This design comes from an exercise in tuning for small area, a short achievable clock period and few clock cycles per item on the open sky130 flow, not from production work. RTL that was checked went through simulation tests only; none was proved equivalent to the original. Only the layout flow was run in run 1; the RTL was not checked for function there. Power and IR drop assume default switching activity.

===== flow/run.sh =====
#!/bin/bash
# synth_recipe.tcl (not shown) runs the flow's synth.tcl, then flattens the netlist and writes it again
# the make line also repeats each setting of config.mk as NAME=value (left out here)
make -C /OpenROAD-flow-scripts/flow DESIGN_CONFIG=/design/flow/config.mk WORK_HOME=/design/flow/orfs CLKGATE_MAP_FILE= SYNTH_SCRIPT=/design/flow/synth_recipe.tcl finish

===== flow/config.mk =====
export PLATFORM = sky130hd
export DESIGN_NAME = video_pad_crop_filter
export DESIGN_NICKNAME = video_pad_crop_filter
export VERILOG_FILES = /design/flow/design.v
export SDC_FILE = /design/flow/constraint.sdc
export NUM_CORES = 4
export LEC_CHECK = 0
export CAP_MARGIN = 20
export CORE_MARGIN = 2
export CORE_UTILIZATION = 40
export CTS_CLUSTER_DIAMETER = 100
export CTS_CLUSTER_SIZE = 30
export SETUP_SLACK_MARGIN = 2.5
export SLEW_MARGIN = 20

===== flow/constraint.sdc =====
create_clock -name core_clock -period 5.0 [get_ports {scalerClock}]
set_input_delay 1.0000 -clock core_clock [delete_from_list [all_inputs] [get_ports {scalerClock}]]
set_output_delay 1.0000 -clock core_clock [all_outputs]
set_load 0.01 [all_outputs]

===== flow/design.v =====
package video_pipeline_pkg;
  typedef enum logic [2:0] {
    REQ_IDLE  = 3'b001,
    REQ_READ  = 3'b010,
    REQ_STORE = 3'b100
  } req_state_e;
  typedef enum logic [1:0] {
    RESP_IDLE,
    RESP_FETCH,
    RESP_EMIT
  } resp_state_e;
  function automatic integer chunknum_bits(input integer hactive_bits, input integer chunk_bits);
    chunknum_bits = hactive_bits - chunk_bits;
  endfunction
  function automatic integer request_bits(input integer vactive_bits, input integer hactive_bits, input integer chunk_bits);
    request_bits = vactive_bits + chunknum_bits(hactive_bits, chunk_bits);
  endfunction
endpackage
module SyncFifo #(
  parameter int WIDTH     = 8,
  parameter int ADDR_BITS = 6
) (
  input  logic             clk,
  input  logic             rst,
  input  logic             rst_now_i,
  input  logic             wr_en_i,
  input  logic [WIDTH-1:0] wr_data_i,
  input  logic             pend_i,
  input  logic             rd_en_i,
  output logic [WIDTH-1:0] head_o,
  output logic             empty_o,
  output logic             full_o
);
  localparam int KB = ADDR_BITS - 1;
  localparam int D  = 2**KB;
  localparam int CB = ADDR_BITS + 1;
  logic [WIDTH-1:0]     mem_q [2][D];
  logic [WIDTH-1:0]     pre_q [2];
  logic [D-1:0]         hot_q [2];       
  logic [ADDR_BITS-1:0] wr_ptr_q;
  logic                 rd_lo_q;         
  logic [CB-1:0]        cnt_q, rcnt_q, cnt_inc, cnt_dec, rcnt_inc, rcnt_dec;
  logic                 wr_d1_q, empty_q, full_q;
  logic                 e62, e63, e64;
  assign head_o  = pre_q[rd_lo_q];
  assign empty_o = empty_q;
  assign full_o  = full_q;
  assign e62     = cnt_q == CB'(2**ADDR_BITS-2);
  assign e63     = cnt_q == CB'(2**ADDR_BITS-1);
  assign e64     = cnt_q == CB'(2**ADDR_BITS);
  always_comb begin
    logic ci, cd, ri, rd;
    ci = 1'b1; cd = 1'b1; ri = 1'b1; rd = 1'b1;
    for (int i = 0; i < CB; i++) begin
      cnt_inc[i]  = cnt_q[i] ^ ci;
      cnt_dec[i]  = cnt_q[i] ^ cd;
      rcnt_inc[i] = rcnt_q[i] ^ ri;
      rcnt_dec[i] = rcnt_q[i] ^ rd;
      ci = ci & cnt_q[i];
      cd = cd & !cnt_q[i];
      ri = ri & rcnt_q[i];
      rd = rd & !rcnt_q[i];
    end
  end
  always_ff @(posedge clk)
    if (wr_en_i) mem_q[wr_ptr_q[0]][wr_ptr_q[ADDR_BITS-1:1]] <= wr_data_i;
  always_ff @(posedge clk)
    for (int l = 0; l < 2; l++) begin
      logic [WIDTH-1:0] v;
      v = '0;
      for (int j = 0; j < D; j++) v = v | (mem_q[l][j] & {WIDTH{hot_q[l][j]}});
      pre_q[l] <= v;
    end
  always_ff @(posedge clk)
    if (rst || rst_now_i) begin
      empty_q <= 1'b1;
      full_q  <= 1'b0;
    end else begin
      case ({wr_en_i, pend_i, rd_en_i})
        3'b000, 3'b101, 3'b011: full_q <= e64;
        3'b100, 3'b010:         full_q <= e63;
        3'b110:                 full_q <= e62;
        default:                full_q <= 1'b0;
      endcase
      case ({wr_d1_q, rd_en_i})
        2'b10:   empty_q <= 1'b0;
        2'b01:   empty_q <= rcnt_q == CB'(1);
        default: ;
      endcase
    end
  always_ff @(posedge clk)
    if (rst) begin
      wr_ptr_q <= '0;
      rd_lo_q  <= 1'b0;
      hot_q[0] <= D'(1);
      hot_q[1] <= D'(1);
      cnt_q    <= '0;
      rcnt_q   <= '0;
      wr_d1_q  <= 1'b0;
    end else begin
      wr_d1_q <= wr_en_i;
      if (wr_en_i) wr_ptr_q <= wr_ptr_q + ADDR_BITS'(1);
      if (rd_en_i) begin
        rd_lo_q          <= !rd_lo_q;
        hot_q[rd_lo_q]   <= {hot_q[rd_lo_q][D-2:0], hot_q[rd_lo_q][D-1]};
      end
      case ({wr_en_i, rd_en_i})
        2'b10:   cnt_q <= cnt_inc;
        2'b01:   cnt_q <= cnt_dec;
        default: ;
      endcase
      case ({wr_d1_q, rd_en_i})
        2'b10:   rcnt_q <= rcnt_inc;
        2'b01:   rcnt_q <= rcnt_dec;
        default: ;
      endcase
    end
endmodule
module video_pad_crop_filter #(
  parameter int CHUNK_BITS         = 5,
  parameter int HACTIVE_BITS       = 11,
  parameter int VACTIVE_BITS       = 11,
  parameter int BITS_PER_PIXEL     = 16,
  parameter int REQ_FIFO_ADDR_BITS = HACTIVE_BITS - CHUNK_BITS,
  parameter int PIX_FIFO_ADDR_BITS = CHUNK_BITS + 1
) (
  input  logic                                        scalerClock,
  input  logic                                        reset,
  input  logic                                        bypass,
  input  logic [VACTIVE_BITS-1:0]                     padTopRows,
  input  logic [HACTIVE_BITS-CHUNK_BITS-1:0]          padLeftChunks,
  input  logic [VACTIVE_BITS-1:0]                     sourceRows,
  input  logic [HACTIVE_BITS-CHUNK_BITS-1:0]          sourceChunks,
  input  logic [BITS_PER_PIXEL-1:0]                   padColor,
  output logic                                        downstreamRequestFifoReadEnable,
  input  logic                                        downstreamRequestFifoEmpty,
  input  logic [VACTIVE_BITS+HACTIVE_BITS-CHUNK_BITS-1:0] downstreamRequestFifoReadData,
  output logic                                        downstreamResponseFifoWriteEnable,
  input  logic                                        downstreamResponseFifoFull,
  output logic [BITS_PER_PIXEL-1:0]                   downstreamResponseFifoWriteData,
  input  logic                                        upstreamRequestFifoReadEnable,
  output logic                                        upstreamRequestFifoEmpty,
  output logic [VACTIVE_BITS+HACTIVE_BITS-CHUNK_BITS-1:0] upstreamRequestFifoReadData,
  input  logic                                        upstreamResponseFifoWriteEnable,
  output logic                                        upstreamResponseFifoFull,
  input  logic [BITS_PER_PIXEL-1:0]                   upstreamResponseFifoWriteData
);
  localparam int CNB = HACTIVE_BITS - CHUNK_BITS;
  localparam int RB  = VACTIVE_BITS + CNB;
  localparam int QA  = REQ_FIFO_ADDR_BITS;
  localparam int BPP = BITS_PER_PIXEL;
  localparam int QN  = 2**QA;
  logic rst_q;
  always_ff @(posedge scalerClock) rst_q <= reset;
  logic                    rd_q, vld_q, cmp_q, st_q, busy_q, br_q, bc_q, win_q;
  logic [RB-1:0]           xl_q;
  logic [VACTIVE_BITS-1:0] in_row;
  logic [CNB-1:0]          in_chunk;
  logic [VACTIVE_BITS:0]   d_row;
  logic [CNB:0]            d_chunk;
  logic                    up_push, fl_push;
  logic                    u_full, f_full_q;
  assign {in_row, in_chunk} = downstreamRequestFifoReadData;
  assign d_row   = {1'b0, in_row} - {1'b0, padTopRows};
  assign d_chunk = {1'b0, in_chunk} - {1'b0, padLeftChunks};
  assign up_push = st_q && win_q;
  assign fl_push = st_q;
  assign downstreamRequestFifoReadEnable = rd_q;
  always_ff @(posedge scalerClock)
    if (reset) rd_q <= 1'b0;
    else       rd_q <= !rst_q && !busy_q && !downstreamRequestFifoEmpty && !u_full && !f_full_q;
  always_ff @(posedge scalerClock)
    if (rst_q) begin
      vld_q  <= 1'b0;
      cmp_q  <= 1'b0;
      st_q   <= 1'b0;
      busy_q <= 1'b0;
    end else begin
      vld_q  <= rd_q;
      cmp_q  <= vld_q;
      st_q   <= cmp_q;
      busy_q <= busy_q ? !st_q : !downstreamRequestFifoEmpty && !u_full && !f_full_q;
    end
  always_ff @(posedge scalerClock) begin
    if (vld_q) begin
      xl_q <= bypass ? downstreamRequestFifoReadData : {d_row[VACTIVE_BITS-1:0], d_chunk[CNB-1:0]};
      br_q <= d_row[VACTIVE_BITS];
      bc_q <= d_chunk[CNB];
    end
    if (cmp_q)
      win_q <= bypass || (!br_q && !bc_q &&
                          xl_q[RB-1:CNB] < sourceRows && xl_q[CNB-1:0] < sourceChunks);
  end
  logic          u_pop, u_empty;
  logic [RB-1:0] u_head, u_rd_q;
  assign u_pop = upstreamRequestFifoReadEnable && !u_empty;
  assign upstreamRequestFifoEmpty    = u_empty;
  assign upstreamRequestFifoReadData = u_rd_q;
  SyncFifo #(.WIDTH(RB), .ADDR_BITS(QA)) u_up_req (
    .clk(scalerClock), .rst(rst_q), .rst_now_i(reset),
    .wr_en_i(up_push), .wr_data_i(xl_q), .pend_i(1'b0),
    .rd_en_i(u_pop), .head_o(u_head),
    .empty_o(u_empty), .full_o(u_full)
  );
  always_ff @(posedge scalerClock) u_rd_q <= u_head;
  logic [QN-1:0] fmem;
  logic [QA-1:0] f_wp, f_rp;
  logic [QA:0]   f_cnt, f_inc, f_dec;
  logic          f_pop, f_empty_q, f_head_q, f_rdy_q;
  always_comb begin
    logic ci, cd;
    ci = 1'b1; cd = 1'b1;
    for (int i = 0; i <= QA; i++) begin
      f_inc[i] = f_cnt[i] ^ ci;
      f_dec[i] = f_cnt[i] ^ cd;
      ci = ci & f_cnt[i];
      cd = cd & !f_cnt[i];
    end
  end
  always_ff @(posedge scalerClock) begin
    if (fl_push) fmem[f_wp] <= win_q;
    f_head_q <= fmem[f_rp];
  end
  always_ff @(posedge scalerClock)
    if (rst_q) begin
      f_wp      <= '0;
      f_rp      <= '0;
      f_cnt     <= '0;
      f_empty_q <= 1'b1;
      f_full_q  <= 1'b0;
      f_rdy_q   <= 1'b0;
    end else begin
      if (fl_push) f_wp <= f_wp + QA'(1);
      if (f_pop)   f_rp <= f_rp + QA'(1);
      f_rdy_q <= !f_empty_q && !f_pop;
      case ({fl_push, f_pop})
        2'b10: begin
          f_cnt     <= f_inc;
          f_empty_q <= 1'b0;
          f_full_q  <= f_cnt == (QA+1)'(QN-1);
        end
        2'b01: begin
          f_cnt     <= f_dec;
          f_empty_q <= f_cnt == (QA+1)'(1);
          f_full_q  <= 1'b0;
        end
        default: ;
      endcase
    end
  logic           p_acc, pin_v_q, p_pop, p_empty, p_full;
  logic [BPP-1:0] pin_d_q, p_head;
  assign p_acc = upstreamResponseFifoWriteEnable && !p_full;
  assign upstreamResponseFifoFull = p_full || reset;
  always_ff @(posedge scalerClock) begin
    if (rst_q) pin_v_q <= 1'b0;
    else       pin_v_q <= p_acc;
    pin_d_q <= upstreamResponseFifoWriteData;
  end
  SyncFifo #(.WIDTH(BPP), .ADDR_BITS(PIX_FIFO_ADDR_BITS)) u_pix (
    .clk(scalerClock), .rst(rst_q), .rst_now_i(reset),
    .wr_en_i(pin_v_q), .wr_data_i(pin_d_q), .pend_i(p_acc),
    .rd_en_i(p_pop), .head_o(p_head),
    .empty_o(p_empty), .full_o(p_full)
  );
  logic                  cur_v, cur_pad, i31_q, adv, issue, nxt;
  logic [CHUNK_BITS-1:0] idx;
  logic                  ov_q, dsf_q;
  logic [BPP-1:0]        wd_q;
  assign adv   = !ov_q || !dsf_q;
  assign issue = adv && cur_v && (cur_pad || !p_empty) && !rst_q;
  assign nxt   = !cur_v || (issue && i31_q);
  assign f_pop = nxt && f_rdy_q;
  assign p_pop = issue && !cur_pad;
  assign downstreamResponseFifoWriteEnable = ov_q && !dsf_q;
  assign downstreamResponseFifoWriteData   = wd_q;
  always_ff @(posedge scalerClock) begin
    dsf_q <= downstreamResponseFifoFull;
    if (reset)    ov_q <= 1'b0;
    else if (adv) ov_q <= issue;
    if (issue) wd_q <= cur_pad ? padColor : p_head;
  end
  always_ff @(posedge scalerClock)
    if (rst_q) begin
      cur_v   <= 1'b0;
      cur_pad <= 1'b0;
      idx     <= '0;
      i31_q   <= 1'b0;
    end else begin
      if (nxt) begin
        cur_v   <= f_rdy_q;
        cur_pad <= !f_head_q;
      end
      if (issue) begin
        idx   <= idx + CHUNK_BITS'(1);
        i31_q <= idx == CHUNK_BITS'(2**CHUNK_BITS-2);
      end
    end
endmodule

==> results of run 1 <==
[metrics by stage]
stage	setup WS [ns]	std cells
3_3_place_gp	1.37	8482
6_report	2.44	8838
5_1_grt	2.36	8836
4_1_cts	2.15	8795
3_5_place_dp	1.35	8487
2_1_floorplan	2.08	5456
[cells in the mapped netlist, types with 40 or more instances]
cell type,count
o21ai_0,105
a21oi_1,43
buf_1,45
or4_1,67
nand4_1,280
nand2_1,103
inv_1,53
nor2_1,367
edfxtp_1,2340
a22oi_1,1057
o21ai_1,40
clkbuf_1,292
ha_1,48
mux2i_1,89
dfxtp_1,189
[per-layer routing]
| layer | part of all wire | vias to the layer above | routed length, µm | GRT usage |
|---|---|---|---|---|
| met2 | 0.47 | 3451 | 139000 | 0.389 |
| met4 | 0.044 | 12 | 13000 | 0.0940 |
| li1 | - | 22500 | - | - |
| met5 | 0.00027 | - | 80 | 0 |
| met3 | 0.11 | 543 | 31800 | 0.0425 |
| met1 | 0.38 | 28600 | 111000 | 0.326 |
[what timing repair did]
item                                    4_1_cts  5_1_grt
endpoints found under the setup margin     1475      454
endpoints found under the hold margin         0        0
gates resized for setup                     127       53
gates cloned                                  0        2
pin swaps                                    69       16
buffers inserted                            118       30
[kinds of logic after synthesis]
group           count (synthesis)
simple gates                  963
compound gates               1304
buf+inv                       405
fa+ha+maj                      50
xor+xnor                       64
mux                           141
flops                        2529
[cell type report]
cell class	instances	area, µm²	area share
flip-flops and latches	2529	74100	0.708
multi-input cells	2523	18300	0.175
repair buffers	507	5130	0.0489
well taps	3026	3790	0.0361
clock buffers	169	2810	0.0269
clock inverters	21	337	0.00321
inverters	53	211	0.00202
diodes	10	25.0	0.000239
[flip-flops by register name, summed over array words and instances, names as in the netlist, 16 cells and up, named ones only]
signal	cells
pin_d_q	16
u_up_req.mem_q	1088
wd_q	16
fmem	64
xl_q	17
u_pix.hot_q	64
u_rd_q	17
u_pix.mem_q	1024
u_up_req.pre_q	34
u_up_req.hot_q	64
u_pix.pre_q	32
[cells in the final DEF (no fill, tap or decap), types with 30 or more instances in the layout]
cell             synthesis  final
o21ai_1                 40     40
nand2_1                103     89
o21ai_0                105    104
ha_1                    48     38
nor2_4                   0     74
mux2_2                  31     30
mux2i_1                 89     89
nand4_1                280    280
inv_1                   53     46
clkbuf_16                0    102
edfxtp_1              2340   2340
a22oi_1               1057   1057
or4_1                   67     67
buf_4                    2    291
dfxtp_1                189    155
clkdlybuf4s50_1          0     81
nor2_2                   1     51
xnor2_1                 35     33
nor2_1                 367    243
a21oi_1                 43     41
clkbuf_1               292     65
buf_12                   0     75
[report_power, final]
group | internal, mW | leakage (nW) | switching (mW) | total [mW]
clock | 4.03 | 1.49 | 6.51 | 10.5
sequential | 23.0 | 22.7 | 0.136 | 23.1
combinational | 0.366 | 7.70 | 0.852 | 1.22
total | 27.4 | 31.9 | 7.50 | 34.9
[critical path, delay by kind of cell, from the launching register on]
kind | cells | cell delay (ns)
flops | 1 | 0.52
buf+inv | 2 | 0.63
simple gates | 3 | 1.05
[how the worst max path moves through the flow]
stage	cells after the start	slack (ns)	to	from
floorplan	5	2.08	u_up_req.mem_q[58][0]$_DFFE_PP_	st_q$_SDFF_PP0_
detailed placement	3	1.35	upstreamResponseFifoFull	reset
global route	5	2.36	u_pix.mem_q[36][6]$_DFFE_PP_	pin_v_q$_SDFF_PP0_
global placement	3	1.37	upstreamResponseFifoFull	reset
finish	5	2.44	u_pix.mem_q[36][6]$_DFFE_PP_	pin_v_q$_SDFF_PP0_
CTS	2	2.15	upstreamResponseFifoFull	u_pix.full_q$_SDFF_PP0_
==> metrics.md, run 1 <==
| Metric | Value |
|---|---|
| Status | `finished clean` |
| Worst VDD drop | `roughly 0.3 mV` |
| Xor and xnor fraction of the mapped netlist area | `0.00612` |
| Share of post-route cells with drive strength above 1 | `0.140` |
| Yosys warnings | `5` |
| Crit path largest cell delay | `approximately 0.52 ns` |
| Dpl hpwl | `167000 µm` |
| Complex-gate fraction of the synthesized area | `0.101` |
| Grt ovf | `0` |
| CP cell instances | `inv_1 -> nor2_1 -> nand2_1 -> nor2_2 -> buf_4` |
| Seq cells post-synth | `2529` |
| Post-synth ARST share | `0` |
| Number of enable flip-flop cells after synthesis | `between 2000 and 2500` |
| Total GRT Usage | `0.242` |
| CTS tree | `done` |
| Mux contribution to synthesized area | `0.0180` |
| Syn Nets | `5596` |
| Largest net degree at the start of global routing | `72` |
| Worst-skew pair later-pin latency | `0.79 ns` |
| Worst Reg-to-Reg Cells | `5` |
| Routed len/inst | `33.3 µm` |
| Adder-Cell Fraction of Synth Area | `0.00690` |
| Final Critical Period | `2.56 ns` |
| Post-Synth Simple-Gate Area | `0.0536` |
| Main flop type after synthesis | `edfxtp_1` |
| Layout Skew | `0.0537 ns` |
| Relative slew slack | `0.172` |
| Worst hold path endpoint | `f_rdy_q$_SDFF_PP0_` |
| Final setup fails | `0` |
| Post-layout util | `0.455` |
| 1st-iter DRT viols | `around 8400` |
| Vias post-DR | `roughly 55000` |
| I/O pins | `127` |
| Post-synthesis sequential area ratio | `0.798` |
| Hold path depth | `1` |
| Mapped cell area | `between 0.09 and 0.1 mm²` |
| RR Endpoint | `u_pix.mem_q[36][6]$_DFFE_PP_` |
| Hold Path Origin | `f_empty_q$_SDFFE_PP1P_` |
| Largest cells by area after synthesis | `edfxtp_1 76%, a22oi_1 8.5%, dfxtp_1 4.1%, nand4_1 1.9%, nor2_1 1.5%` |
| CORE AREA | `0.230 mm²` |
| DR pass1 iterations | `6` |
| Root buffer cell | `clkbuf_16` |
| Die Y | `486 µm` |
| Worst reg2reg startpoint | `pin_v_q$_SDFF_PP0_` |
| Post-place instance area | `0.0992 mm²` |
| Critical Path RT | `roughly 5.4 ns` |
| # Max-Cap Violations | `0` |
| Mapped Cells | `around 5500` |
| Cell variety after synth | `70` |
| Clock Path Buffers | `3` |
| Data arrival, critical path | `~3.0 ns` |
| Fillers | `19600` |
| Setup TNS | `0 ns` |
| Reg2Reg Setup Slack | `2.44 ns` |
| Max FO, Critical Path | `16` |
| Worst-path clk slew | `0.12 ns` |
| Pwr/cell area | `around 330 mW/mm²` |
| Design area | `around 0.10 mm²` |
| Die Area | `roughly 0.24 mm²` |
| Vias per Instance | `6.23` |
| Worst Setup End Kind | `flip-flop` |
| Final Hold Fails | `0` |
| Hold WC Path Type | `flip-flop to flip-flop` |
| Placer Congestion | `about 0.84` |
| Width of the die | `486 µm` |
| PortBufs | `126` |
| Lkg Pwr | `~32 nW` |
| Worst slew pin tran | `1.24 ns` |
| Drt drc | `0` |
| Vias in the first global route | `51900` |
| Crit share post-route | `0.511` |
| Nets@finish | `5854` |
| First-pass GRT wire length | `405000 µm` |
| CP max stage cell | `dfxtp_1` |
| Largest family of logic cells by synthesized area | `compound AO/OA/AOI/OAI gates` |
| Initial Util | `0.403` |
| Layout area overhead | `12.8%` |
| Syn Area/Cell | `around 17 µm²` |
| CTS Buf Count | `100` |
| Unrepaired setup endpoints after global routing | `yes` |
| Total clock sinks | `2529` |
| Overall power | `roughly 35 mW` |
| Worst hold margin | `0.443 ns` |
| Antenna-violating nets left | `0` |
| Share of the synthesized area in the top cell type | `0.757` |
| # H-tree levels | `3` |
| Hold_buf cts | `0` |
| WL final | `295000 µm` |
| Post-synth top area cell | `edfxtp_1` |
| F_max | `0.391 GHz` |
| Slew Limit Fails | `0` |
| Row cnt | `176` |
| Initial antenna violation count | `20` |
| Crit path kind | `flip-flop to flip-flop` |
| Startpoint Class | `flip-flop` |
==> run 2: changes to the inputs <==
--- a/flow/design.v
+++ b/flow/design.v
@@ -37,7 +37,11 @@
   logic [WIDTH-1:0]     mem_q [2][D];
   logic [WIDTH-1:0]     pre_q [2];
   logic [D-1:0]         hot_q [2];       
-  logic [ADDR_BITS-1:0] wr_ptr_q;
+  localparam int AB = 2;                 
+  localparam int BB = KB - AB;
+  logic                 wr_lo_q;         
+  logic [2**AB-1:0]     wa_q;
+  logic [2**BB-1:0]     wb_q;
   logic                 rd_lo_q;         
   logic [CB-1:0]        cnt_q, rcnt_q, cnt_inc, cnt_dec, rcnt_inc, rcnt_dec;
   logic                 wr_d1_q, empty_q, full_q;
@@ -63,7 +67,10 @@
     end
   end
   always_ff @(posedge clk)
-    if (wr_en_i) mem_q[wr_ptr_q[0]][wr_ptr_q[ADDR_BITS-1:1]] <= wr_data_i;
+    for (int l = 0; l < 2; l++)
+      for (int b = 0; b < 2**BB; b++)
+        for (int a = 0; a < 2**AB; a++)
+          if (wr_en_i && wr_lo_q == l[0] && wb_q[b] && wa_q[a]) mem_q[l][b*2**AB+a] <= wr_data_i;
   always_ff @(posedge clk)
     for (int l = 0; l < 2; l++) begin
       logic [WIDTH-1:0] v;
@@ -90,7 +97,9 @@
     end
   always_ff @(posedge clk)
     if (rst) begin
-      wr_ptr_q <= '0;
+      wr_lo_q  <= 1'b0;
+      wa_q     <= (2**AB)'(1);
+      wb_q     <= (2**BB)'(1);
       rd_lo_q  <= 1'b0;
       hot_q[0] <= D'(1);
       hot_q[1] <= D'(1);
@@ -99,7 +108,13 @@
       wr_d1_q  <= 1'b0;
     end else begin
       wr_d1_q <= wr_en_i;
-      if (wr_en_i) wr_ptr_q <= wr_ptr_q + ADDR_BITS'(1);
+      if (wr_en_i) begin
+        wr_lo_q <= !wr_lo_q;
+        if (wr_lo_q) begin
+          wa_q <= {wa_q[2**AB-2:0], wa_q[2**AB-1]};
+          if (wa_q[2**AB-1]) wb_q <= {wb_q[2**BB-2:0], wb_q[2**BB-1]};
+        end
+      end
       if (rd_en_i) begin
         rd_lo_q          <= !rd_lo_q;
         hot_q[rd_lo_q]   <= {hot_q[rd_lo_q][D-2:0], hot_q[rd_lo_q][D-1]};
--- a/flow/config.mk
+++ b/flow/config.mk
@@ -10,5 +10,5 @@
 export CORE_UTILIZATION = 40
 export CTS_CLUSTER_DIAMETER = 100
 export CTS_CLUSTER_SIZE = 30
-export SETUP_SLACK_MARGIN = 2.5
+export SETUP_SLACK_MARGIN = 2.65
 export SLEW_MARGIN = 20
==> metrics.md, run 2 <==
| Metric | Value |
|---|---|
| Cell variety after synth | `64 (was 70)` |
| Setup TNS | `0 ns (unchanged)` |
| Grt ovf | `0 (unchanged)` |
| F_max | `0.387 GHz (was 0.391 GHz)` |
| Post-synthesis sequential area ratio | `0.796 (was 0.798)` |
| Most frequent cells in the layout | `2340 x edfxtp_1, 792 x a22oi_1, 314 x buf_4, 184 x nor2_1, 161 x dfxtp_1 (was 2340 x edfxtp_1, 1057 x a22oi_1, 291 x buf_4, 280 x nand4_1, 243 x nor2_1)` |
| Share of the synthesized area in the top cell type | `0.752 (was 0.757)` |
| # H-tree levels | `3 (unchanged)` |
| Layout Skew | `0.0682 ns (was 0.0537 ns)` |
| Vias post-DR | `55100 (about the same)` |
| Total clock sinks | `2543 (was 2529)` |
| Unrepaired setup endpoints after global routing | `yes (unchanged)` |
| Width of the die | `487 µm (was 486 µm)` |
| Initial antenna violation count | `15 (was 20)` |
| Worst hold margin | `0.433 ns (was 0.443 ns)` |
| Crit share post-route | `0.517 (was 0.511)` |
| Worst hold path endpoint | `rd_q$_SDFF_PP0_ (was f_rdy_q$_SDFF_PP0_)` |
| Data arrival, critical path | `1.58 ns (was 2.99 ns)` |
| Lkg Pwr | `33.1 nW (was 31.9 nW)` |
| Slew Limit Fails | `0 (unchanged)` |
| CTS Buf Count | `99 (was 100)` |
| Crit path kind | `input port to output pin (was flip-flop to flip-flop)` |
| Fillers | `19800 (was 19600)` |
| Post-synth ARST share | `0 (unchanged)` |
| First-pass GRT wire length | `409000 µm (was 405000 µm)` |
| Antenna-violating nets left | `0 (unchanged)` |
| Final Critical Period | `2.58 ns (was 2.56 ns)` |
| Startpoint Class | `input port (was flip-flop)` |
| # Max-Cap Violations | `0 (unchanged)` |
| Max reg flops | `1088 (unchanged)` |
| Worst-path clk slew | `0.10 ns (was 0.12 ns)` |
| Worst slew pin tran | `1.26 ns (was 1.24 ns)` |
| Overall power | `35.2 mW (was 34.9 mW)` |
| Worst reg2reg startpoint | `cur_pad$_SDFFE_PP0N_ (was pin_v_q$_SDFF_PP0_)` |
| Mapped cell area | `0.0934 mm² (was 0.0928 mm²)` |
| Worst VDD drop | `0.294 mV (was 0.299 mV)` |
| 1st-iter DRT viols | `8136 (was 8422)` |
| Seq cells post-synth | `2543 (was 2529)` |
| Row cnt | `177 (was 176)` |
| Die Area | `0.237 mm² (was 0.236 mm²)` |
| Root buffer cell | `clkbuf_16 (unchanged)` |
| Die Y | `487 µm (was 486 µm)` |
| Hold_buf cts | `0 (unchanged)` |
| CP max stage cell | `or2_4 (was dfxtp_1)` |
| Worst path top cell family by delay | `buffers and inverters (was simple AND/OR/NAND/NOR gates)` |
| Critical Path RT | `4.00 ns (was 5.44 ns)` |
| Yosys warnings | `7 (was 5)` |
| Hold Path Origin | `busy_q$_SDFF_PP0_ (was f_empty_q$_SDFFE_PP1P_)` |
| Worst Setup End Kind | `output pin (was flip-flop)` |
| CP cell instances | `buf_2 -> or2_4 -> buf_6 (was inv_1 -> nor2_1 -> nand2_1 -> nor2_2 -> buf_4)` |
| Post-synth top area cell | `edfxtp_1 (unchanged)` |
| Synth top cells by count | `2340 x edfxtp_1, 793 x a22oi_1, 302 x clkbuf_1 (was 2340 x edfxtp_1, 1057 x a22oi_1, 367 x nor2_1)` |
| Pre-CTS setup slack | `1.25 ns (was 1.35 ns)` |
| DR pass1 iterations | `6 (unchanged)` |
| Total GRT Usage | `0.245 (was 0.242)` |
| Dpl hpwl | `171000 µm (was 167000 µm)` |
| Mapped Cells | `5459 (was 5456)` |
| Largest net degree at the start of global routing | `72 (unchanged)` |
| Clock Path Buffers | `3 (unchanged)` |
| Initial Util | `0.402 (was 0.403)` |
| Hold WC Path Type | `flip-flop to flip-flop (unchanged)` |
| Worst-skew pair later-pin latency | `0.83 ns (was 0.79 ns)` |
| Pwr/cell area | `333 mW/mm² (about the same)` |
| Final setup fails | `0 (unchanged)` |
| Reg2Reg Setup Slack | `2.43 ns (was 2.44 ns)` |
| Worst Reg-to-Reg Cells | `14 (was 5)` |
| Leading cell type in the layout, fill and taps excluded | `edfxtp_1 (unchanged)` |
| I/O pins | `127 (unchanged)` |
| Share of post-route cells with drive strength above 1 | `0.159 (was 0.140)` |
| Crit path largest cell delay | `0.28 ns (was 0.52 ns)` |
| CP bufs+invs | `2 (unchanged)` |
| WL final | `302000 µm (was 295000 µm)` |
| Routed len/inst | `34.0 µm (was 33.3 µm)` |
| RR Endpoint | `u_pix.rcnt_q[6]$_SDFFE_PP0P_ (was u_pix.mem_q[36][6]$_DFFE_PP_)` |
| Number of enable flip-flop cells after synthesis | `2340 (unchanged)` |
| Syn Nets | `5597 (was 5596)` |
| Vias per Instance | `6.20 (was 6.23)` |
| Status | `finished clean (unchanged)` |
| Main flop type after synthesis | `edfxtp_1 (unchanged)` |
| Final Hold Fails | `0 (unchanged)` |
| CORE AREA | `0.232 mm² (was 0.230 mm²)` |
| Setup ws final | `2.42 ns (was 2.44 ns)` |
| Largest cells by area after synthesis | `edfxtp_1 75%, a22oi_1 6.4%, dfxtp_1 4.4%, a221oi_1 1.3%, a22o_1 1.2% (was edfxtp_1 76%, a22oi_1 8.5%, dfxtp_1 4.1%, nand4_1 1.9%, nor2_1 1.5%)` |
| Design area | `0.106 mm² (was 0.105 mm²)` |
| Relative slew slack | `0.150 (was 0.172)` |
| Drt drc | `0 (unchanged)` |
| CTS tree | `done (unchanged)` |
| Syn Area/Cell | `17.1 µm² (was 17.0 µm²)` |
| Max FO, Critical Path | `4 (was 16)` |
| Nets@finish | `5888 (was 5854)` |
| Hold path depth | `1 (unchanged)` |
| Placer Congestion | `0.843 (was 0.835)` |
| Top-count cell post-synth | `edfxtp_1 (unchanged)` |
| PortBufs | `126 (unchanged)` |
| Post-place instance area | `0.0991 mm² (was 0.0992 mm²)` |
| Vias in the first global route | `51700 (was 51900)` |
| Layout area overhead | `13.2% (was 12.8%)` |
[run 2: cell types whose count changed in the layout (fill, tap and decap cells not counted), sizes merged, moves of 74 or more]
cell / before / now
a22oi: 1057 / 793
nand3: 20 / 152
nor2: 368 / 217
nand4: 281 / 145
a221oi: 6 / 135
and3: 5 / 79
a22o: 4 / 132
[run 2: where the power goes]
part           switching (mW)  internal [mW]  leakage (nW)
Sequential             0.0783           23.1          22.8
Combinational           0.965          0.418          8.81
Clock                    6.54           4.05          1.48
[run 2: worst max path at each step]
| stage | start | end | depth (start not counted) | slack, ns |
|---|---|---|---|---|
| global placement | upstreamRequestFifoReadEnable | u_up_req.rcnt_q[6]$_SDFFE_PP0P_ | 10 | 1.25 |
| global route | cur_pad$_SDFFE_PP0N_ | u_pix.rcnt_q[6]$_SDFFE_PP0P_ | 14 | 2.32 |
| finish | reset | upstreamResponseFifoFull | 3 | 2.42 |
| floorplan | upstreamRequestFifoReadEnable | u_up_req.rcnt_q[6]$_SDFFE_PP0P_ | 10 | 2.14 |
| detailed placement | upstreamRequestFifoReadEnable | u_up_req.rcnt_q[6]$_SDFFE_PP0P_ | 10 | 1.25 |
| CTS | ov_q$_SDFFE_PP0N_ | downstreamResponseFifoWriteEnable | 2 | 2.34 |
[run 2: what timing repair did]
item	CTS	global route
resized for setup	315	254
setup endpoints to repair	1108	826
setup buffers	89	86
gates cloned	8	13
pin swaps	32	84
[run 2: layout make-up]
type | instances | area [µm²] | share of cell area
Multi-Input combinational cell | 2502 | 18800 | 0.178
Inverter | 66 | 314 | 0.00297
Tap cell | 3043 | 3810 | 0.0360
Sequential cell | 2543 | 74400 | 0.704
Clock inverter | 21 | 313 | 0.00296
Timing Repair inverter | 1 | 8.76 | 0.0000828
Timing Repair Buffer | 537 | 5260 | 0.0498
Clock buffer | 167 | 2800 | 0.0264
Antenna cell | 7 | 17.5 | 0.000166
[run 2: stage by stage]
step           std cells   util
5_1_grt             8883  0.455
4_1_cts             8779  0.446
2_1_floorplan       5459      -
3_3_place_gp        8494  0.427
6_report            8887  0.455
3_5_place_dp        8494  0.427
[run 2: per-layer routing]
metal | up-vias | GRT usage | part of all wire
met3 | 572 | 0.0406 | 0.098
met4 | 2 | 0.127 | 0.062
li1 | 22600 | - | -
met1 | 28600 | 0.318 | 0.36
met2 | 3351 | 0.399 | 0.48
met5 | - | 0 | 0.000046
[run 2: cells by family after synthesis]
family | after synthesis | synth area share
flops | 2543 | 0.796
compound gates | 1325 | 0.105
simple gates | 924 | 0.0523
buf+inv | 420 | 0.0171
mux | 140 | 0.0177
xor+xnor | 59 | 0.00553
fa+ha+maj | 48 | 0.00659
Testbench counts of run 2, summed over its fixed seeds: cycles 37,036, pixels 36,864.
==> run 3: changes to the inputs <==
--- a/flow/config.mk
+++ b/flow/config.mk
@@ -10,5 +10,5 @@
 export CORE_UTILIZATION = 40
 export CTS_CLUSTER_DIAMETER = 100
 export CTS_CLUSTER_SIZE = 30
-export SETUP_SLACK_MARGIN = 2.65
+export SETUP_SLACK_MARGIN = 2.4
 export SLEW_MARGIN = 20
==> metrics.md, run 3 <==
| Metric | Value |
|---|---|
| Status | `finished clean (unchanged)` |
| CP bufs+invs | `2 (unchanged)` |
| Dpl hpwl | `168000 µm (was 171000 µm)` |
| CP cell instances | `nor2b_4 -> or2_4 -> or3b_4 -> inv_12 -> nand2b_4 -> inv_8 -> ha_4 -> nand2b_4 -> nor4_4 -> or3b_4 -> a21oi_2 -> xnor2_1 -> nor2_1 (was buf_2 -> or2_4 -> buf_6)` |
| Crit path kind | `flip-flop to flip-flop (was input port to output pin)` |
| Leading cell type in the layout, fill and taps excluded | `edfxtp_1 (unchanged)` |
| Grt ovf | `0 (unchanged)` |
| Setup TNS | `0 ns (unchanged)` |
| Total clock sinks | `2543 (unchanged)` |
| Post-layout util | `0.445 (was 0.455)` |
| Hold_buf cts | `0 (unchanged)` |
| Main flop type after synthesis | `edfxtp_1 (unchanged)` |
| Pwr/cell area | `341 mW/mm² (was 333 mW/mm²)` |
| Clock Power Share | `0.306 (was 0.301)` |
| Seq cells post-synth | `2543 (unchanged)` |
| Relative slew slack | `0.123 (was 0.150)` |
| Layout Skew | `0.0653 ns (was 0.0682 ns)` |
| Cell variety after synth | `64 (unchanged)` |
| Met2 Usage GRT | `0.384 (was 0.399)` |
| Startpoint Class | `flip-flop (was input port)` |
| Sw power | `7.65 mW (was 7.58 mW)` |
| F_max | `0.370 GHz (was 0.387 GHz)` |
| Largest net degree at the start of global routing | `66 (was 72)` |
| Crit share post-route | `0.541 (was 0.517)` |
| Die Area | `0.237 mm² (unchanged)` |
| Worst slew pin tran | `1.32 ns (was 1.26 ns)` |
| PortBufs | `126 (unchanged)` |
| Net Sw Frac | `0.217 (was 0.216)` |
| CORE AREA | `0.232 mm² (unchanged)` |
| Seq pwr share | `0.659 (was 0.660)` |
| Hold WC Path Type | `input port to flip-flop (was flip-flop to flip-flop)` |
| Met3 Resource Use GR | `0.0375 (was 0.0406)` |
| Vias in the first global route | `51400 (was 51700)` |
| Worst-path clk slew | `0.11 ns (was 0.10 ns)` |
| Root buffer cell | `clkbuf_16 (unchanged)` |
| Met1 Track Usage GR | `0.329 (was 0.318)` |
| Syn Area/Cell | `17.1 µm² (unchanged)` |
| Yosys warnings | `7 (unchanged)` |
| Syn Nets | `5597 (unchanged)` |
| CTS Buf Count | `102 (was 99)` |
| Die Y | `487 µm (unchanged)` |
| Vias post-DR | `54900 (was 55100)` |
| Total GRT Usage | `0.239 (was 0.245)` |
| I/O pins | `127 (unchanged)` |
| Most frequent cells in the layout | `2340 x edfxtp_1, 793 x a22oi_1, 298 x buf_4, 214 x nor2_1, 177 x dfxtp_1 (was 2340 x edfxtp_1, 792 x a22oi_1, 314 x buf_4, 184 x nor2_1, 161 x dfxtp_1)` |
| CP max stage cell | `or3b_4 (was or2_4)` |
| Max reg flops | `1088 (unchanged)` |
| Antenna-violating nets left | `0 (unchanged)` |
| Post-synth top area cell | `edfxtp_1 (unchanged)` |
| Vias per Instance | `6.24 (was 6.20)` |
| Lkg Pwr | `32.2 nW (was 33.1 nW)` |
| Largest cells by area after synthesis | `edfxtp_1 75%, a22oi_1 6.4%, dfxtp_1 4.4%, a221oi_1 1.3%, a22o_1 1.2% (unchanged)` |
| Number of enable flip-flop cells after synthesis | `2340 (unchanged)` |
| Final Critical Period | `2.70 ns (was 2.58 ns)` |
| Share of the synthesized area in the top cell type | `0.752 (unchanged)` |
| DR pass1 iterations | `6 (unchanged)` |
| # H-tree levels | `3 (unchanged)` |
| Worst path top cell family by delay | `simple AND/OR/NAND/NOR gates (was buffers and inverters)` |
| Mapped Cells | `5459 (unchanged)` |
| Clock Path Buffers | `3 (unchanged)` |
| 1st-iter DRT viols | `8229 (was 8136)` |
| Initial antenna violation count | `19 (was 15)` |
| Row cnt | `177 (unchanged)` |
| Worst hold margin | `0.342 ns (was 0.433 ns)` |
| Nets@finish | `5791 (was 5888)` |
| Drt drc | `0 (unchanged)` |
| Layout area overhead | `10.6% (was 13.2%)` |
| Non-filler cells, final | `8794 (was 8887)` |
| Critical Path RT | `5.68 ns (was 4.00 ns)` |
| Final setup fails | `0 (unchanged)` |
| Width of the die | `487 µm (unchanged)` |
| Gr busiest metal | `met2 (unchanged)` |
| Worst-skew pair later-pin latency | `0.83 ns (about the same)` |
| Synth top cells by count | `2340 x edfxtp_1, 793 x a22oi_1, 302 x clkbuf_1 (unchanged)` |
| Initial Util | `0.402 (unchanged)` |
| First-pass GRT wire length | `402000 µm (was 409000 µm)` |
| Post-synthesis sequential area ratio | `0.796 (unchanged)` |
| Slew Limit Fails | `0 (unchanged)` |
| Mapped cell area | `0.0934 mm² (unchanged)` |
| Unrepaired setup endpoints after global routing | `yes (unchanged)` |
| Worst Setup End Kind | `flip-flop (was output pin)` |
| WL final | `292000 µm (was 302000 µm)` |
| Routed len/inst | `33.2 µm (was 34.0 µm)` |
| Max FO, Critical Path | `3 (was 4)` |
| Post-synth ARST share | `0 (unchanged)` |
| Number of placed cells counting well taps | `8539 (was 8494)` |
| Share of post-route cells with drive strength above 1 | `0.110 (was 0.159)` |
| Comb pwr share | `0.035 (was 0.039)` |
| CTS tree | `done (unchanged)` |
| Internal cell power | `27.6 mW (about the same)` |
| Final Hold Fails | `0 (unchanged)` |
| Worst VDD drop | `0.281 mV (was 0.294 mV)` |
| Crit path largest cell delay | `0.43 ns (was 0.28 ns)` |
| Placer Congestion | `0.850 (was 0.843)` |
| # Max-Cap Violations | `0 (unchanged)` |
| Top-count cell post-synth | `edfxtp_1 (unchanged)` |
| Data arrival, critical path | `3.38 ns (was 1.58 ns)` |
[run 3: cell counts after synthesis]
No cell type changed its count.
[run 3: logic make-up (layout without fill, tap and decap cells)]
family	after synthesis	count (layout)	share of synthesized area
fa+ha+maj	48	48	0.00659
mux	140	140	0.0177
xor+xnor	59	59	0.00553
flops	2543	2543	0.796
simple gates	924	929	0.0523
buf+inv	420	698	0.0171
compound gates	1325	1325	0.105
other cells	0	9	0
[run 3: power groups by stage]
stage | combinational, mW | clock (mW) | sequential, mW
2_1_floorplan | 0.555 | 0 | 23.7
3_3_place_gp | 1.15 | 0 | 23.7
3_5_place_dp | 1.17 | 0 | 23.7
4_1_cts | 1.22 | 10.9 | 23.2
5_1_grt | 1.30 | 11.5 | 23.2
6_report | 1.25 | 10.8 | 23.2
[run 3: repair_timing]
item / in CTS / in global routing
setup endpoints to repair: 292 / 334
gates resized for setup: 90 / 59
pin swaps: 9 / 13
setup buffers: 29 / 18
cloned: 4 / 2
hold endpoints to repair: 0 / 0
[run 3: metal layers]
metal  vias to the layer above  part of all wire
met4                         4             0.043
met5                         -          0.000092
li1                      22400                 -
met3                       492              0.10
met2                      3335              0.47
met1                     28700              0.39
[run 3: final timing paths]
path | startpoint | end | slack (ns) | cells past startpoint
min | reset | rst_q$_DFF_P_ | 0.34 | 1
min reg2reg | f_empty_q$_SDFFE_PP1P_ | f_rdy_q$_SDFF_PP0_ | 0.44 | 1
max | u_pix.empty_q$_SDFFE_PP1P_ | u_pix.rcnt_q[6]$_SDFFE_PP0P_ | 2.30 | 13
max reg2reg | u_pix.empty_q$_SDFFE_PP1P_ | u_pix.rcnt_q[6]$_SDFFE_PP0P_ | 2.30 | 13
[run 3: worst reg2reg max path: stages, from the launching register on]
cell and delay, ns:
dfxtp_4 0.41, nor2b_4 0.14, or2_4 0.22, or3b_4 0.43, inv_12 0.08, nand2b_4 0.10, inv_8 0.10, ha_4 0.15
nand2b_4 0.06, nor4_4 0.15, or3b_4 0.41, a21oi_2 0.15, xnor2_1 0.12, nor2_1 0.05
[run 3: final cells by class]
class | instances | area, µm²
Sequential cell | 2543 | 74400
Clock buffer | 168 | 2850
Fill cell | 20000 | 129000
Multi-Input combinational cell | 2501 | 17900
Inverter | 66 | 284
Timing Repair inverter | 1 | 8.76
Tap cell | 3043 | 3810
Antenna cell | 9 | 22.5
Clock inverter | 25 | 388
Timing Repair Buffer | 438 | 3670
[run 3: through the flow]
step / power (mW) / cell area, µm² / setup WS [ns]
after floorplan: 24.3 / 93500 / 2.14
after global placement: 24.9 / 99200 / 1.53
after detailed placement: 24.9 / 99300 / 1.54
after CTS: 35.3 / 103000 / 2.31
after global routing: 36.1 / 103000 / 2.18
final: 35.3 / 103000 / 2.30
==> run 4: changes to the inputs <==
--- a/flow/config.mk
+++ b/flow/config.mk
@@ -10,5 +10,5 @@
 export CORE_UTILIZATION = 40
 export CTS_CLUSTER_DIAMETER = 100
 export CTS_CLUSTER_SIZE = 30
-export SETUP_SLACK_MARGIN = 2.4
+export SETUP_SLACK_MARGIN = 2.5
 export SLEW_MARGIN = 20
==> metrics.md, run 4 <==
| Metric | Value |
|---|---|
| Status | `finished clean (unchanged)` |
| Die Y | `487 µm (unchanged)` |
| Overall power | `35.1 mW (was 35.3 mW)` |
| Post-Synth Simple-Gate Area | `0.0523 (unchanged)` |
| Crit path largest cell delay | `0.42 ns (was 0.43 ns)` |
| Dpl hpwl | `176000 µm (was 168000 µm)` |
| I/O pins | `127 (unchanged)` |
| Crit share post-route | `0.528 (was 0.541)` |
| Antenna-violating nets left | `0 (unchanged)` |
| Nets@finish | `5803 (was 5791)` |
| # Max-Cap Violations | `0 (unchanged)` |
| Slew Limit Fails | `0 (unchanged)` |
| Xor and xnor fraction of the mapped netlist area | `0.00553 (unchanged)` |
| Worst VDD drop | `0.377 mV (was 0.281 mV)` |
| Mux contribution to synthesized area | `0.0177 (unchanged)` |
| Share of post-route cells with drive strength above 1 | `0.117 (was 0.110)` |
| Largest cells by area after synthesis | `edfxtp_1 75%, a22oi_1 6.4%, dfxtp_1 4.4%, a221oi_1 1.3%, a22o_1 1.2% (unchanged)` |
| Setup TNS | `0 ns (unchanged)` |
| # H-tree levels | `3 (unchanged)` |
| Syn Nets | `5597 (unchanged)` |
| Layout Skew | `0.0809 ns (was 0.0653 ns)` |
| CP max stage cell | `dfxtp_4 (was or3b_4)` |
| Worst-path clk slew | `0.12 ns (was 0.11 ns)` |
| Mapped cell area | `0.0934 mm² (unchanged)` |
| Adder-Cell Fraction of Synth Area | `0.00659 (unchanged)` |
| Placer Congestion | `0.868 (was 0.850)` |
| Lkg Pwr | `32.3 nW (was 32.2 nW)` |
| Root buffer cell | `clkbuf_16 (unchanged)` |
| Largest net degree at the start of global routing | `71 (was 66)` |
| Drt drc | `0 (unchanged)` |
| Fillers | `19900 (was 20000)` |
| Most frequent cells in the layout | `2340 x edfxtp_1, 793 x a22oi_1, 320 x buf_4, 216 x nor2_1, 171 x dfxtp_1 (was 2340 x edfxtp_1, 793 x a22oi_1, 298 x buf_4, 214 x nor2_1, 177 x dfxtp_1)` |
| F_max | `0.378 GHz (was 0.370 GHz)` |
| Layout area overhead | `10.6% (about the same)` |
| Leading cell type in the layout, fill and taps excluded | `edfxtp_1 (unchanged)` |
| CTS tree | `done (unchanged)` |
| Worst slew pin tran | `1.27 ns (was 1.32 ns)` |
| Relative slew slack | `0.152 (was 0.123)` |
| Crit path kind | `flip-flop to output pin (was flip-flop to flip-flop)` |
| WL final | `300000 µm (was 292000 µm)` |
| Max reg flops | `1088 (unchanged)` |
| Clock Path Buffers | `3 (unchanged)` |
| Mapped Cells | `5459 (unchanged)` |
| Worst-skew pair later-pin latency | `0.84 ns (was 0.83 ns)` |
| Width of the die | `487 µm (unchanged)` |
| Final setup fails | `0 (unchanged)` |
| DR pass1 iterations | `7 (was 6)` |
| Die Area | `0.237 mm² (unchanged)` |
| Total GRT Usage | `0.246 (was 0.239)` |
| Startpoint Class | `flip-flop (unchanged)` |
| Max FO, Critical Path | `2 (was 3)` |
| Seq cells post-synth | `2543 (unchanged)` |
| Initial antenna violation count | `23 (was 19)` |
| CP cell instances | `or2_2 -> buf_6 (was nor2b_4 -> or2_4 -> or3b_4 -> inv_12 -> nand2b_4 -> inv_8 -> ha_4 -> nand2b_4 -> nor4_4 -> or3b_4 -> a21oi_2 -> xnor2_1 -> nor2_1)` |
| Routed len/inst | `34.1 µm (was 33.2 µm)` |
| 1st-iter DRT viols | `8258 (was 8229)` |
| Post-synth top area cell | `edfxtp_1 (unchanged)` |
| Complex-gate fraction of the synthesized area | `0.105 (unchanged)` |
| Post-synthesis sequential area ratio | `0.796 (unchanged)` |
| Critical Path RT | `4.00 ns (was 5.68 ns)` |
| Largest family of logic cells by synthesized area | `compound AO/OA/AOI/OAI gates (unchanged)` |
| Data arrival, critical path | `1.64 ns (was 3.38 ns)` |
| Pwr/cell area | `340 mW/mm² (was 341 mW/mm²)` |
| Synth top cells by count | `2340 x edfxtp_1, 793 x a22oi_1, 302 x clkbuf_1 (unchanged)` |
| Vias per Instance | `6.22 (was 6.24)` |
| Initial Util | `0.402 (unchanged)` |
| PortBufs | `126 (unchanged)` |
| Main flop type after synthesis | `edfxtp_1 (unchanged)` |
| Hold WC Path Type | `flip-flop to flip-flop (was input port to flip-flop)` |
| Hold_buf cts | `0 (unchanged)` |
| Total clock sinks | `2543 (unchanged)` |
| Vias post-DR | `54700 (was 54900)` |
| Yosys warnings | `7 (unchanged)` |
| Syn Area/Cell | `17.1 µm² (unchanged)` |
| Top-count cell post-synth | `edfxtp_1 (unchanged)` |
| Worst Setup End Kind | `output pin (was flip-flop)` |
| Post-synth ARST share | `0 (unchanged)` |
| First-pass GRT wire length | `409000 µm (was 402000 µm)` |
| Final Critical Period | `2.64 ns (was 2.70 ns)` |
| Row cnt | `177 (unchanged)` |
| Share of the synthesized area in the top cell type | `0.752 (unchanged)` |
| CTS Buf Count | `99 (was 102)` |
| Number of enable flip-flop cells after synthesis | `2340 (unchanged)` |
| Vias in the first global route | `51400 (about the same)` |
| CORE AREA | `0.232 mm² (unchanged)` |
| Final Hold Fails | `0 (unchanged)` |
| Grt ovf | `0 (unchanged)` |
| Unrepaired setup endpoints after global routing | `yes (unchanged)` |
| Cell variety after synth | `64 (unchanged)` |
==> run 4: cell types whose count changed in the layout (fill, tap and decap cells not counted), sizes merged <==
cell and delta:
buf +31, clkdlybuf4s15 +4, clkdlybuf4s50 -2, dlymetal6s2s +1, dlygate4sd2 -17, clkinvlp -3
clkbuf -3, clkinv -4, bufinv +1, nand2b -1, diode -2, inv +3
==> run 4: kinds of logic after synthesis <==
group / Yosys count
AOI/OAI and AO/OA: 1325
adders and majority gates: 48
xor gates and xnor gates: 59
DFF: 2543
and+or+nand+nor: 924
buffers and inverters: 420
muxes: 140
==> run 4: critical path, delay by kind of cell (launching register included) <==
family                 cells  cell delay (ns)
flip-flops                 1             0.42
AND/OR/NAND/NOR            1             0.31
buffers and inverters      1             0.12
==> run 4: worst paths after layout <==
kind / end / start / cells past startpoint / slack [ns]
worst min-delay path: cur_pad$_SDFFE_PP0N_ / f_head_q$_DFF_P_ / 1 / 0.42
worst max-delay path: upstreamResponseFifoFull / u_pix.full_q$_SDFF_PP0_ / 2 / 2.36
worst max register to register: u_pix.rcnt_q[6]$_SDFFE_PP0P_ / dsf_q$_DFF_P_ / 13 / 2.42
worst min register to register: cur_pad$_SDFFE_PP0N_ / f_head_q$_DFF_P_ / 1 / 0.42
==> run 4: cell type report <==
cell class	count	area, µm²	share of cell area
Inverter	66	274	0.00265
Clock inverter	22	319	0.00309
Multi-Input combinational cell	2500	18000	0.174
Timing Repair inverter	1	8.76	0.0000848
Clock buffer	166	2760	0.0267
Sequential cell	2543	74400	0.720
Timing Repair Buffer	454	3710	0.0359
Tap cell	3043	3810	0.0369
Antenna cell	7	17.5	0.000170
==> run 4: layer usage <==
metal  GRT usage  part of all wire
met5           0           0.00032
met4       0.132             0.064
met3      0.0460             0.098
met2       0.392              0.47
met1       0.319              0.37
==> run 4: metrics by stage <==
step	setup slack (ns)	hold slack (ns)	util	area, µm²	std cells
floorplan	2.14	0.382	-	93600	5459
global placement	1.24	0.411	0.428	99300	8543
detailed placement	1.28	0.413	0.428	99300	8544
CTS	2.22	0.423	0.443	103000	8768
global route	2.30	0.421	0.444	103000	8796
finish	2.36	0.425	0.445	103000	8802
==> run 4: timing repair <==
item | CTS | global route
buffers inserted | 34 | 23
pin swaps | 9 | 15
cloned | 2 | 3
resized for setup | 158 | 61
setup endpoints to repair | 460 | 383
==> run 4: where the power goes <==
group          switching [mW]  total, mW  internal (mW)
logic                   0.925       1.31          0.382
registers              0.0958       23.2           23.1
clock network            6.54       10.5           4.00
==> run 5: changes to the inputs <==
--- a/flow/config.mk
+++ b/flow/config.mk
@@ -7,8 +7,9 @@
 export LEC_CHECK = 0
 export CAP_MARGIN = 20
 export CORE_MARGIN = 2
-export CORE_UTILIZATION = 40
+export CORE_UTILIZATION = 60
 export CTS_CLUSTER_DIAMETER = 100
 export CTS_CLUSTER_SIZE = 30
+export PLACE_DENSITY = 0.72
 export SETUP_SLACK_MARGIN = 2.5
 export SLEW_MARGIN = 20
==> metrics.md, run 5 <==
| Metric | Value |
|---|---|
| Crit path largest cell delay | `0.43 ns (was 0.42 ns)` |
| WL final | `272000 µm (was 300000 µm)` |
| Drt drc | `0 (unchanged)` |
| Net Sw Frac | `0.206 (was 0.216)` |
| Pwr/cell area | `338 mW/mm² (was 340 mW/mm²)` |
| Lkg Pwr | `32.0 nW (was 32.3 nW)` |
| Worst Setup End Kind | `flip-flop (was output pin)` |
| Crit path kind | `flip-flop to flip-flop (was flip-flop to output pin)` |
| Worst-path clk slew | `0.11 ns (was 0.12 ns)` |
| Initial antenna violation count | `16 (was 23)` |
| # H-tree levels | `3 (unchanged)` |
| Clock Power Share | `0.289 (was 0.301)` |
| Largest net degree at the start of global routing | `75 (was 71)` |
| Hold WC Path Type | `input port to flip-flop (was flip-flop to flip-flop)` |
| Sw power | `7.09 mW (was 7.56 mW)` |
| Data arrival, critical path | `3.36 ns (was 1.64 ns)` |
| Vias per Instance | `7.07 (was 6.22)` |
| Overall power | `34.4 mW (was 35.1 mW)` |
| Largest cells by area after synthesis | `edfxtp_1 75%, a22oi_1 6.4%, dfxtp_1 4.4%, a221oi_1 1.3%, a22o_1 1.2% (unchanged)` |
| CTS Buf Count | `94 (was 99)` |
| Status | `finished clean (unchanged)` |
| Share of the synthesized area in the top cell type | `0.752 (unchanged)` |
| Final Critical Period | `2.74 ns (was 2.64 ns)` |
| Syn Nets | `5597 (unchanged)` |
| Worst slew pin tran | `1.28 ns (was 1.27 ns)` |
| Worst VDD drop | `0.328 mV (was 0.377 mV)` |
| # Max-Cap Violations | `0 (unchanged)` |
| Seq pwr share | `0.676 (was 0.662)` |
| Total clock sinks | `2543 (unchanged)` |
| Initial Util | `0.605 (was 0.402)` |
| Relative slew slack | `0.149 (was 0.152)` |
| Width of the die | `399 µm (was 487 µm)` |
| Most frequent cells in the layout | `2340 x edfxtp_1, 793 x a22oi_1, 293 x buf_4, 216 x nor2_1, 171 x dfxtp_1 (was 2340 x edfxtp_1, 793 x a22oi_1, 320 x buf_4, 216 x nor2_1, 171 x dfxtp_1)` |
| Vias in the first global route | `51600 (was 51400)` |
| Die Y | `399 µm (was 487 µm)` |
| PortBufs | `126 (unchanged)` |
| Max reg flops | `1088 (unchanged)` |
| Synth top cells by count | `2340 x edfxtp_1, 793 x a22oi_1, 302 x clkbuf_1 (unchanged)` |
| Yosys warnings | `7 (unchanged)` |
| Vias post-DR | `55000 (was 54700)` |
| 1st-iter DRT viols | `8840 (was 8258)` |
| Final setup fails | `0 (unchanged)` |
| Pre-CTS setup slack | `1.38 ns (was 1.28 ns)` |
| Root buffer cell | `clkbuf_16 (unchanged)` |
| Worst-skew pair later-pin latency | `0.79 ns (was 0.84 ns)` |
| Dpl hpwl | `158000 µm (was 176000 µm)` |
| I/O pins | `127 (unchanged)` |
| Number of enable flip-flop cells after synthesis | `2340 (unchanged)` |
| Multi-input gate area | `0.0180 mm² (about the same)` |
| Final Hold Fails | `0 (unchanged)` |
| Syn Area/Cell | `17.1 µm² (unchanged)` |
| Internal cell power | `27.3 mW (was 27.5 mW)` |
| CORE AREA | `0.154 mm² (was 0.232 mm²)` |
| Total GRT Usage | `0.338 (was 0.246)` |
| DR pass1 iterations | `6 (was 7)` |
| Worst hold margin | `0.375 ns (was 0.425 ns)` |
| Crit share post-route | `0.547 (was 0.528)` |
| CTS tree | `done (unchanged)` |
| Row cnt | `144 (was 177)` |
| Post-layout util | `0.659 (was 0.445)` |
| Post-synth ARST share | `0 (unchanged)` |
| Mapped Cells | `5459 (unchanged)` |
| Storage cell area | `0.0744 mm² (about the same)` |
| Seq cells post-synth | `2543 (unchanged)` |
| Fillers | `10500 (was 19900)` |
| Post-synth top area cell | `edfxtp_1 (unchanged)` |
| Hold Path Origin | `reset (was f_head_q$_DFF_P_)` |
| Comb pwr share | `0.035 (was 0.037)` |
| Layout area overhead | `8.90% (was 10.6%)` |
| Worst reg2reg startpoint | `u_pix.empty_q$_SDFFE_PP1P_ (was dsf_q$_DFF_P_)` |
| Placer Congestion | `0.890 (was 0.868)` |
| Max FO, Critical Path | `5 (was 2)` |
| Clock Path Buffers | `3 (unchanged)` |
| CP max stage cell | `or3b_4 (was dfxtp_4)` |
| Die Area | `0.159 mm² (was 0.237 mm²)` |
| Mapped cell area | `0.0934 mm² (unchanged)` |
| Startpoint Class | `flip-flop (unchanged)` |
| Critical Path RT | `5.62 ns (was 4.00 ns)` |
| Crit path from | `u_pix.empty_q$_SDFFE_PP1P_ (was u_pix.full_q$_SDFF_PP0_)` |
| Top-count cell post-synth | `edfxtp_1 (unchanged)` |
| First-pass GRT wire length | `377000 µm (was 409000 µm)` |
| Leading cell type in the layout, fill and taps excluded | `edfxtp_1 (unchanged)` |
| F_max | `0.366 GHz (was 0.378 GHz)` |
| Unrepaired setup endpoints after global routing | `yes (unchanged)` |
| Share of post-route cells with drive strength above 1 | `0.110 (was 0.117)` |
| Cell variety after synth | `64 (unchanged)` |
| Setup TNS | `0 ns (unchanged)` |
| CP cell instances | `nor2b_4 -> or2_4 -> or3b_4 -> inv_12 -> nand2b_4 -> inv_6 -> ha_4 -> nand2b_4 -> nor4_4 -> or3b_4 -> a21oi_2 -> xnor2_1 -> nor2_1 (was or2_2 -> buf_6)` |
| Main flop type after synthesis | `edfxtp_1 (unchanged)` |
| Slew Limit Fails | `0 (unchanged)` |
| Layout Skew | `0.0471 ns (was 0.0809 ns)` |
| Post-synthesis sequential area ratio | `0.796 (unchanged)` |
| Grt ovf | `0 (unchanged)` |
| Setup ws final | `2.26 ns (was 2.36 ns)` |
| Antenna-violating nets left | `0 (unchanged)` |
| Routed len/inst | `35.0 µm (was 34.1 µm)` |
| Nets@finish | `5776 (was 5803)` |
==> run 5: cell counts after synthesis <==
Identical to the previous run, type by type.
==> run 5: per-stage QoR <==
stage	instance area (µm²)	std cells
after floorplan	93600	5459
after global placement	97800	7508
after detailed placement	97800	7508
after CTS	101000	7721
after global routing	102000	7764
final	102000	7771
==> run 5: area by class of cell <==
type,instances,share of cell area
multi-input cells,2499,0.177
repair buffers,433,0.0358
flip-flops and latches,2543,0.732
well taps,2044,0.0251
clock inverters,5,0.000886
diodes,8,0.000197
clock buffers,172,0.0268
repair inverters,1,0.0000861
inverters,66,0.00288
==> run 5: kinds of logic (layout without fill, tap and decap cells) <==
logic type / count (synthesis) / count (layout) / share of synthesized area
compound gates: 1325 / 1325 / 0.105
fa+ha+maj: 48 / 48 / 0.00659
mux: 140 / 140 / 0.0177
simple gates: 924 / 927 / 0.0523
xor+xnor: 59 / 59 / 0.00553
flops: 2543 / 2543 / 0.796
other cells: 0 / 8 / 0
buf+inv: 420 / 677 / 0.0171
==> run 5: what timing repair did <==
item | CTS | global route
endpoints found under the setup margin | 668 | 163
hold buffers | 0 | 0
resized for setup | 146 | 59
pin swaps | 11 | 17
cloned | 4 | 0
setup buffers | 32 | 41
==> run 5: worst max-delay path: cells and delay by family, from the launching register on <==
kind                     cells  cell delay [ns]
adder cells (fa/ha/maj)      1             0.16
buffers and inverters        2             0.17
XOR/XNOR                     1             0.14
AND/OR/NAND/NOR              8             1.60
AO/OA/AOI/OAI                1             0.14
flip-flops                   1             0.39
==> run 5: worst paths after layout <==
check | end | slack (ns) | cells after the start
setup / recovery | u_pix.rcnt_q[6]$_SDFFE_PP0P_ | 2.26 | 13
hold / removal | rst_q$_DFF_P_ | 0.38 | 1
setup reg to reg | u_pix.rcnt_q[6]$_SDFFE_PP0P_ | 2.26 | 13
hold reg to reg | rd_q$_SDFF_PP0_ | 0.43 | 1
==> run 5: power by group through the flow <==
stage               Sequential (mW)  Clock [mW]  Combinational [mW]
global placement               23.7           0                1.09
detailed placement             23.7           0                1.11
CTS                            23.2        9.90                1.16
global route                   23.2        10.6                1.26
floorplan                      23.7           0               0.557
finish                         23.2        9.92                1.21
==> run 5: routing by layer <==
layer | GRT usage | vias to the layer above | routed length (µm)
met4 | 0.160 | 20 | 15900
met1 | 0.445 | 27600 | 93200
met3 | 0.0774 | 801 | 34300
li1 | - | 22400 | -
met2 | 0.539 | 4200 | 128000
met5 | 0 | - | 137

==> afterwards: timing with drivers on the ports <==
In the flow no input, the clock included, has a driving cell. The finished layouts below were timed again as built, in two steps.
Step 1 (the two cells are an assumption about what drives the block):
set clk [get_ports {scalerClock}]
set_driving_cell -lib_cell sky130_fd_sc_hd__clkbuf_16 $clk
set_driving_cell -lib_cell sky130_fd_sc_hd__buf_2 [delete_from_list [all_inputs] $clk]
Step 2 moves the port delays by t, midway between the first and last clock arrival at a register: inputs arrive t later, outputs are due t later. That takes back most of the time a late clock gives input paths.
Three values: ideal ports, drivers, drivers and shift; two values: the first two.
| run | shift t [ns] | setup WS [ns] | clock arrival spread, ns |
|---|---|---|---|
| run 1 | 0.875 | 2.443 / 2.350 / 1.661 | 0.085 / 0.085 |
| run 2 | 0.890 | 2.415 / 2.331 / 1.791 | 0.074 / 0.074 |
| run 3 | 0.883 | 2.296 / 2.296 / 1.714 | 0.068 / 0.068 |
| run 4 | 0.887 | 2.358 / 2.270 / 1.673 | 0.083 / 0.084 |
| run 5 | 0.845 | 2.265 / 2.265 / 1.754 | 0.052 / 0.053 |
After both steps every run listed still meets setup and hold. For run 1, which loses most, drivers alone change the setup slack by -0.093 ns; drivers and shift together by -0.782 ns.
